This design comes from an exercise in tuning for small area on the open sky130 flow, not from production work. Where RTL was checked, it was by simulation tests only, not by an equivalence proof against the original. Power is estimated from default activity; no workload was simulated.

==> try-juniper <==
Design feature_pipeline, start of the top module:
module feature_pipeline
(
    input  logic        clk,
    input  logic        reset_n,
    input  logic        start,
    input  logic [15:0] accel_x,
    input  logic [15:0] accel_y,
    input  logic [15:0] accel_z,
    output logic [15:0] feature_mean,
    output logic [15:0] feature_std,
    output logic        feature_valid
);
clock: 10.0 ns
lec_check: 0
cap_margin: 20
core_margin: 2
core_utilization: 40
cts_buf_list: sky130_fd_sc_hd__clkbuf_8
gpl_timing_driven: 0
slew_margin: 20
standard.sh (not shown) runs the stock make flow with config.mk's settings and CLKGATE_MAP_FILE= SYNTH_SCRIPT=/design/flow/synth_recipe.tcl, a recipe that flattens the netlist after the stock synthesis.
==> flow/flow/run.sh <==
#!/bin/bash
# The standard ORFS layout (standard.sh) with these changes:
#  - SYNTH_ARGS=-noabc: Yosys's early ABC pass inside "synth" is skipped, so the full
#    adders written out in the RTL reach extract_fa as written (the final ABC mapping
#    after flip-flop mapping still runs); flip-flops are mapped exactly as in the
#    standard synthesis;
#  - every input and output port is still buffered, with the smallest buffer;
#  - clock tree synthesis without dummy clock loads.
set -euo pipefail
export SYNTH_ARGS="-noabc"
export BUFFER_PORTS_ARGS="-buffer_cell sky130_fd_sc_hd__buf_1"
export CTS_ARGS="-sink_clustering_enable -repair_clock_nets -dont_use_dummy_load -buf_list sky130_fd_sc_hd__clkbuf_8"
bash standard.sh > flow_make.log 2>&1
==> try-delta: changes against try-juniper <==
--- a/flow/design.v
+++ b/flow/design.v
@@ -279,14 +279,13 @@
     logic [15:0] ax, ay, az;
     logic [16:0] mag_raw;
     logic [15:0] mag_d, mag_q;      
     logic        en;
     logic        vld_q;
     logic [4:0]  cnt_q;
-    logic        first;           
-    logic        first_q;
+    logic        first;
     logic        load_q;
     logic [20:0] sum_q, sum_d, sum_g;
     logic [36:0] sq_q, sq_d, sq_g;   
     logic        sq_c_q, sq_c_d, sq_cg;  
     logic [31:0] ex2;
     logic [15:0] pp [16];
@@ -295,13 +294,13 @@
     assign sz = accel_z[15];
     assign ax = accel_x ^ {16{sx}};
     assign ay = accel_y ^ {16{sy}};
     assign az = accel_z ^ {16{sz}};
     assign en    = start & ~reset_n;
     assign mag_d = (mag_raw[15:0] | {16{mag_raw[16]}}) & {16{en}};
-    assign first = first_q;
+    assign first = (cnt_q == 5'd0);
     assign sum_g = sum_q & {21{~first}};
     assign sq_g  = sq_q & {37{~first}};
     assign sq_cg = sq_c_q & ~first;
     always_comb begin
         for (int i = 0; i < 16; i++)
             for (int j = 0; j < 16; j++)
@@ -1423,18 +1422,16 @@
     assign ex2[31] = sn_34;
     always_ff @(posedge clk) begin
         if (reset_n) begin
             vld_q  <= 1'b0;
             cnt_q  <= '0;
             load_q <= 1'b0;
-            first_q <= 1'b1;
         end else begin
             vld_q  <= start;
             cnt_q  <= cnt_q + 5'(vld_q);
             load_q <= vld_q & (cnt_q == 5'd31);
-            first_q <= vld_q ? (cnt_q == 5'd31) : first_q;
         end
         mag_q  <= mag_d;
         sum_q  <= sum_d;
         sq_q   <= sq_d;
         sq_c_q <= sq_c_d;
     end
==> flow/run.sh (new file) <==
#!/bin/bash
# synth_recipe.tcl (not shown) runs the flow's synth.tcl, then flattens the netlist and writes it again
# the make line also repeats each setting of config.mk as NAME=value (left out here)
make -C /OpenROAD-flow-scripts/flow DESIGN_CONFIG=/design/flow/config.mk WORK_HOME=/design/flow/orfs CLKGATE_MAP_FILE= SYNTH_SCRIPT=/design/flow/synth_recipe.tcl finish
- CORE_UTILIZATION: 40 -> 60
- CTS_CLUSTER_SIZE: not set -> 25
- GPL_TIMING_DRIVEN: 0 -> not set
removed: flow/flow/run.sh
removed: flow/standard.sh
==> try-lagoon: changes against try-juniper <==
--- a/flow/design.v
+++ b/flow/design.v
@@ -279,14 +279,13 @@
     logic [15:0] ax, ay, az;
     logic [16:0] mag_raw;
     logic [15:0] mag_d, mag_q;      
     logic        en;
     logic        vld_q;
     logic [4:0]  cnt_q;
-    logic        first;           
-    logic        first_q;
+    logic        first;
     logic        load_q;
     logic [20:0] sum_q, sum_d, sum_g;
     logic [36:0] sq_q, sq_d, sq_g;   
     logic        sq_c_q, sq_c_d, sq_cg;  
     logic [31:0] ex2;
     logic [15:0] pp [16];
@@ -295,13 +294,13 @@
     assign sz = accel_z[15];
     assign ax = accel_x ^ {16{sx}};
     assign ay = accel_y ^ {16{sy}};
     assign az = accel_z ^ {16{sz}};
     assign en    = start & ~reset_n;
     assign mag_d = (mag_raw[15:0] | {16{mag_raw[16]}}) & {16{en}};
-    assign first = first_q;
+    assign first = (cnt_q == 5'd0);
     assign sum_g = sum_q & {21{~first}};
     assign sq_g  = sq_q & {37{~first}};
     assign sq_cg = sq_c_q & ~first;
     always_comb begin
         for (int i = 0; i < 16; i++)
             for (int j = 0; j < 16; j++)
@@ -1423,18 +1422,16 @@
     assign ex2[31] = sn_34;
     always_ff @(posedge clk) begin
         if (reset_n) begin
             vld_q  <= 1'b0;
             cnt_q  <= '0;
             load_q <= 1'b0;
-            first_q <= 1'b1;
         end else begin
             vld_q  <= start;
             cnt_q  <= cnt_q + 5'(vld_q);
             load_q <= vld_q & (cnt_q == 5'd31);
-            first_q <= vld_q ? (cnt_q == 5'd31) : first_q;
         end
         mag_q  <= mag_d;
         sum_q  <= sum_d;
         sq_q   <= sq_d;
         sq_c_q <= sq_c_d;
     end
==> flow/flow/run.sh (replaced) <==
#!/bin/bash
# The standard ORFS layout (standard.sh) with two changes:
#  - SYNTH_ARGS=-noabc: Yosys's early ABC pass inside "synth" is skipped, so the full
#    adders written out in the RTL reach extract_fa as written (the final ABC mapping
#    after flip-flop mapping still runs); flip-flops are mapped exactly as in the
#    standard synthesis;
#  - every input and output port is still buffered, with the smallest buffer.
set -euo pipefail
export SYNTH_ARGS="-noabc"
export BUFFER_PORTS_ARGS="-buffer_cell sky130_fd_sc_hd__buf_1"
bash standard.sh > flow_make.log 2>&1
- CTS_BUF_LIST: sky130_fd_sc_hd__clkbuf_8 -> sky130_fd_sc_hd__clkbuf_16
- CTS_CLUSTER_DIAMETER: not set -> 100
- CTS_CLUSTER_SIZE: not set -> 40
- GPL_TIMING_DRIVEN: 0 -> not set
==> run summary <==
| item | try-juniper | try-delta | try-lagoon |
|---|---|---|---|
| Fraction of the mapped netlist area in compound gates | 0.0344 | 0.0400 | 0.0313 |
| WP data required | 10.35 ns | 10.40 ns | 10.31 ns |
| Area share of the largest cell type after synthesis | 0.345 | 0.328 | 0.346 |
| R2R Setup Slk | 0.41 ns | 1.14 ns | 0.52 ns |
| Worst reg2reg startpoint | mag_q[1] | mag_q[11] | cnt_q[1] |
| Number of cells in the design after placement | 1,486 | 1,484 | 1,452 |
| Clock network fraction of design power | 0.118 | 0.177 | 0.198 |
| Total number of clock tree sinks | 171 | 170 | 170 |
| First-pass GRT wire length | 43,200 µm | 41,200 µm | 40,900 µm |
| Leakage dissipation | 6.13 nW | 6.57 nW | 6.23 nW |
| Outcome | no timing/DRC/antenna violations | no timing/DRC/antenna violations | no timing/DRC/antenna violations |
| Routed wire length | 25,600 µm | 23,300 µm | 23,400 µm |
| Post-Synthesis Mean Instance Area | 12.0 µm² | 10.8 µm² | 12.1 µm² |
| Worst-case vdd ir drop | 0.0919 mV | 0.192 mV | 0.129 mV |
| DR vias | 7,329 | 7,759 | 7,109 |
| Placeable core area | 29,800 µm² | 20,400 µm² | 29,800 µm² |
| Slack of the critical path | 0.406 ns | 0.538 ns | 0.516 ns |
| Slowest cell on crit path | fa_1 | xor2_2 | or4_4 |
Only the layout flow was run in try-juniper; the RTL was not checked for function there.

## afterwards: timing with drivers on the ports
In the flow no input, the clock included, has a driving cell. The finished layouts below were timed again as built, in two steps. Step 1 assumes that a clkbuf_16 drives the clock port and a buf_2 every other input. Step 2 times the ports against the registers' clock, not the clock port: input delays grow and output delays shrink by t, the midpoint of the rising clock arrivals with the driver on. Slacks: ideal ports / drivers / drivers and shift; pairs: ideal ports / drivers.
run | t (ns) | setup slack, ns | worst hold slack (ns) | worst slew at a driven data input, ns
try-juniper | 0.485 | 0.406 / 0.406 / -0.045 | 0.419 / 0.419 / 0.419 | 0.04
try-delta | 0.508 | 0.538 / 0.555 / 0.047 | 0.427 / 0.427 / 0.427 | 0.04
try-lagoon | 0.470 | 0.516 / 0.516 / 0.516 | 0.428 / 0.428 / 0.428 | 0.03
Met with ideal ports but missed after step 2: setup timing in try-juniper. The setup slack of try-delta, which loses most, moves by +0.017 ns with the drivers and by -0.491 ns with both steps.
